This is an optimization exercise on Yosys and OpenROAD, whose aim is small area and a short achievable clock period, not a production implementation.
The RTL was checked by simulation tests, not by an equivalence proof against the original design.
Power figures rest on the tool's default switching activity, not on a simulated workload.

==> v20 <==
// wildcard_byte_pattern_search
module wildcard_byte_pattern_search (
   input  wire logic          clock,
   input  wire logic          reset,
   input  wire logic          req_valid,
   output logic               req_ready,
   input  wire logic [7:0]    req_data_byte,
   input  wire logic          req_last_byte,
   output logic               rsp_valid,
   input  wire logic          rsp_ready,
   output logic               rsp_found,
   output logic [63:0]        rsp_match_address,
   input  wire logic          psel,
   input  wire logic          penable,
   input  wire logic          pwrite,
   input  wire logic [5:0]    paddr,
   input  wire logic [63:0]   pwdata,
   output logic      [63:0]   prdata,
   output logic               pready
);
export LEC_CHECK = 0
export CAP_MARGIN = 20
export CORE_MARGIN = 2
export CORE_UTILIZATION = 40
export CTS_BUF_LIST = sky130_fd_sc_hd__clkbuf_8
export CTS_CLUSTER_DIAMETER = 50
export CTS_CLUSTER_SIZE = 20
export PLACE_DENSITY = 0.75
export SETUP_SLACK_MARGIN = 3.2
export SLEW_MARGIN = 20
export TNS_END_PERCENT = 20
create_clock -name core_clock -period 7.2 [get_ports {clock}]
standard.sh (not shown) runs the stock make flow with config.mk's settings and CLKGATE_MAP_FILE= SYNTH_SCRIPT=/design/flow/synth_recipe.tcl, a recipe that flattens the netlist after the stock synthesis.
==> flow/flow/run.sh <==
#!/bin/bash
# The standard layout (standard.sh), with these placement and clock-tree
# choices: the port buffers that placement inserts are sky130_fd_sc_hd__buf_1,
# the clock tree is built without dummy loads, and after floorplan the
# read-data logic is rebuilt as a NAND-NAND selection (flow/rdata.tcl). make's
# output goes to standard.log; each ORFS step keeps its own log under orfs/logs.
set -euo pipefail
export BUFFER_PORTS_ARGS="-buffer_cell sky130_fd_sc_hd__buf_1"
export CTS_ARGS="-sink_clustering_enable -repair_clock_nets -sink_clustering_size 20 -sink_clustering_max_diameter 50 -buf_list sky130_fd_sc_hd__clkbuf_8 -dont_use_dummy_load"
export POST_FLOORPLAN_TCL="$PWD/flow/rdata.tcl"
bash standard.sh > standard.log 2>&1
==> flow/flow/rdata.tcl <==
# Rebuild the read-data logic (prdata from paddr[5:3] and the configuration
# registers) as one decode of paddr and a NAND-NAND selection per bit, so that
# paddr passes through three gates; then remove the cells that only fed the
# old read-data logic. Runs after floorplan, before placement.
set block [ord::get_db_block]
set ::rd_block $block
set ::rd_count 0

proc rd_master {name} {
  set m [[ord::get_db] findMaster sky130_fd_sc_hd__$name]
  if {$m eq "NULL"} { error "no master $name" }
  return $m
}

proc rd_net {} {
  incr ::rd_count
  return [odb::dbNet_create $::rd_block "rd_net_$::rd_count"]
}

proc rd_inst {master conns} {
  incr ::rd_count
  set inst [odb::dbInst_create $::rd_block [rd_master $master] "rd_inst_$::rd_count"]
  foreach {pin net} $conns {
    set it [$inst findITerm $pin]
    if {$it eq "NULL"} { error "no pin $pin on $master" }
    $it connect $net
  }
  return $inst
}

# the registers' outputs (the values are kept inverted)
array set reg_q {}
foreach inst [$block getInsts] {
  if {[regexp {^u_\w+\.(pattern_low_n_ff|pattern_high_n_ff|wildcard_mask_n_ff|pattern_length_n_ff|region_base_n_ff)\\?\[(\d+)\\?\]} \
         [$inst getName] -> reg bit]} {
    foreach it [$inst getITerms] {
      if {[$it isOutputSignal]} { set reg_q($reg,$bit) [$it getNet] }
    }
  }
}
if {[array size reg_q] != 213} { error "found [array size reg_q] register outputs, expected 213" }

set a3 [$block findNet {paddr[3]}]
set a4 [$block findNet {paddr[4]}]
set a5 [$block findNet {paddr[5]}]

# one-hot decode of paddr[5:3]
set sel0 [rd_net]; rd_inst nor3_1  [list A $a5 B $a4 C $a3 Y $sel0]
set sel1 [rd_net]; rd_inst nor3b_1 [list A $a5 B $a4 C_N $a3 Y $sel1]
set sel2 [rd_net]; rd_inst nor3b_1 [list A $a5 B $a3 C_N $a4 Y $sel2]
set sel3 [rd_net]; rd_inst and3b_1 [list A_N $a5 B $a4 C $a3 X $sel3]
set sel4 [rd_net]; rd_inst nor3b_1 [list A $a4 B $a3 C_N $a5 Y $sel4]

for {set b 0} {$b < 64} {incr b} {
  set port [$block findNet "prdata\[$b\]"]
  set pairs [list $sel0 $reg_q(pattern_low_n_ff,$b) $sel1 $reg_q(pattern_high_n_ff,$b)]
  if {$b < 16} { lappend pairs $sel2 $reg_q(wildcard_mask_n_ff,$b) }
  if {$b < 5} { lappend pairs $sel3 $reg_q(pattern_length_n_ff,$b) }
  lappend pairs $sel4 $reg_q(region_base_n_ff,$b)
  # term = !(sel && value), value = !q
  set terms {}
  foreach {sel q} $pairs {
    set t [rd_net]
    rd_inst nand2b_1 [list A_N $q B $sel Y $t]
    lappend terms $t
  }
  # detach the old driver of prdata[b]
  foreach it [$port getITerms] {
    if {[$it isOutputSignal]} { $it disconnect }
  }
  switch [llength $terms] {
    3 { rd_inst nand3_1 [list A [lindex $terms 0] B [lindex $terms 1] C [lindex $terms 2] Y $port] }
    4 { rd_inst nand4_1 [list A [lindex $terms 0] B [lindex $terms 1] C [lindex $terms 2] D [lindex $terms 3] Y $port] }
    5 {
      set u [rd_net]
      rd_inst and2_1 [list A [lindex $terms 3] B [lindex $terms 4] X $u]
      rd_inst nand4_1 [list A [lindex $terms 0] B [lindex $terms 1] C [lindex $terms 2] D $u Y $port]
    }
  }
}

# remove the combinational cells whose outputs no longer reach anything
set removed 0
set changed 1
while {$changed} {
  set changed 0
  foreach inst [$block getInsts] {
    set master [$inst getMaster]
    if {[$master isSequential]} { continue }
    set outs 0
    set used 0
    foreach it [$inst getITerms] {
      if {![$it isOutputSignal]} { continue }
      incr outs
      set net [$it getNet]
      if {$net eq "NULL"} { continue }
      if {[llength [$net getITerms]] > 1 || [llength [$net getBTerms]] > 0} { set used 1 }
    }
    if {$outs > 0 && !$used} {
      set nets {}
      foreach it [$inst getITerms] {
        set net [$it getNet]
        if {$net ne "NULL"} { lappend nets $net }
      }
      odb::dbInst_destroy $inst
      foreach net $nets {
        if {[llength [$net getITerms]] == 0 && [llength [$net getBTerms]] == 0} { odb::dbNet_destroy $net }
      }
      incr removed
      set changed 1
    }
  }
}
puts "rdata.tcl: rebuilt prdata, removed $removed cells"
==> inputs of v39, as changes to v20 <==
==> flow/flow/run.sh (replaced) <==
#!/bin/bash
# The standard layout (standard.sh), with two placement and clock-tree choices:
# the port buffers that placement inserts are sky130_fd_sc_hd__buf_1, and the
# clock tree is built without dummy loads. make's output goes to standard.log;
# each ORFS step keeps its own log under orfs/logs.
set -euo pipefail
export BUFFER_PORTS_ARGS="-buffer_cell sky130_fd_sc_hd__buf_1"
export CTS_ARGS="-sink_clustering_enable -repair_clock_nets -sink_clustering_size 20 -sink_clustering_max_diameter 50 -buf_list sky130_fd_sc_hd__clkbuf_8 -dont_use_dummy_load"
bash standard.sh > standard.log 2>&1
Settings changed: CORE_UTILIZATION 40 to 55, PLACE_DENSITY 0.75 to 0.7, SETUP_SLACK_MARGIN 3.2 to 3.0, TNS_END_PERCENT 20 to unset.
removed: flow/flow/rdata.tcl
==> run notes <==
quantity                                                                       v20                      v39
Total power density per cell area                                       201 nW/um2               205 nW/um2
Top Layer Used                                                                met5                     met4
Num tapcells                                                                   525                      390
Crit path buffers/inverters                                                      5                        3
Clk. pwr                                                                0.000962 W               0.000893 W
Post-layout utilization of the core                                          0.470                    0.617
Worst reg2reg setup slack                                                  3340 ps                  3290 ps
Worst Setup EP                                                          prdata[15]               prdata[45]
Crit path depth                                                                  8                        7
Switching Share                                                              0.289                    0.292
Portion of total power attributed to the clock network                       0.254                    0.241
Number of global-route vias before repair                                    11900                    11700
Vias/cell                                                                     5.63                     5.95
Design internal power                                                    0.00269 W                0.00263 W
Buffer count excluding the clock tree in the final layout                      263                      252
Largest net degree at the start of global routing                               71                       65
Result of the run                                          complete, no violations  complete, no violations
DIE WIDTH                                                                   206 um                   176 um
Final instance count without filler cells                                     2242                     2063
Top achievable clock speed                                               0.246 GHz                0.240 GHz
Placed inst area                                                         17700 um2                17400 um2
Number of antenna cells inserted                                                 0                        2

==> static timing again, ports no longer ideal <==
How much do the figures lean on ideal ports? The routed layouts below were timed once more, with nothing changed but the port constraints.
Step 1 sets driving cells, clkbuf_16 on the clock port and buf_2 on the other inputs (assumed; they add their load-dependent delay and slew).
Step 2 adds t to the input delays and takes it off the output delays; t is the mean of the earliest and latest rising clock arrival at the registers after step 1. Input paths then give back, and output paths get back, about the clock's delay inside the block.
Slacks: no drivers / after step 1 / after step 2; pairs: no drivers / after step 1.
| run | shift t [ns] | setup WS [ns] | hold slack, ns |
|---|---|---|---|
| v20 | 0.583 | 3.137 / 3.076 / 3.076 | 0.513 / 0.513 / 0.513 |
| v39 | 0.634 | 3.036 / 2.975 / 2.975 | 0.484 / 0.484 / 0.484 |
After both steps setup and hold are still met in every run listed.
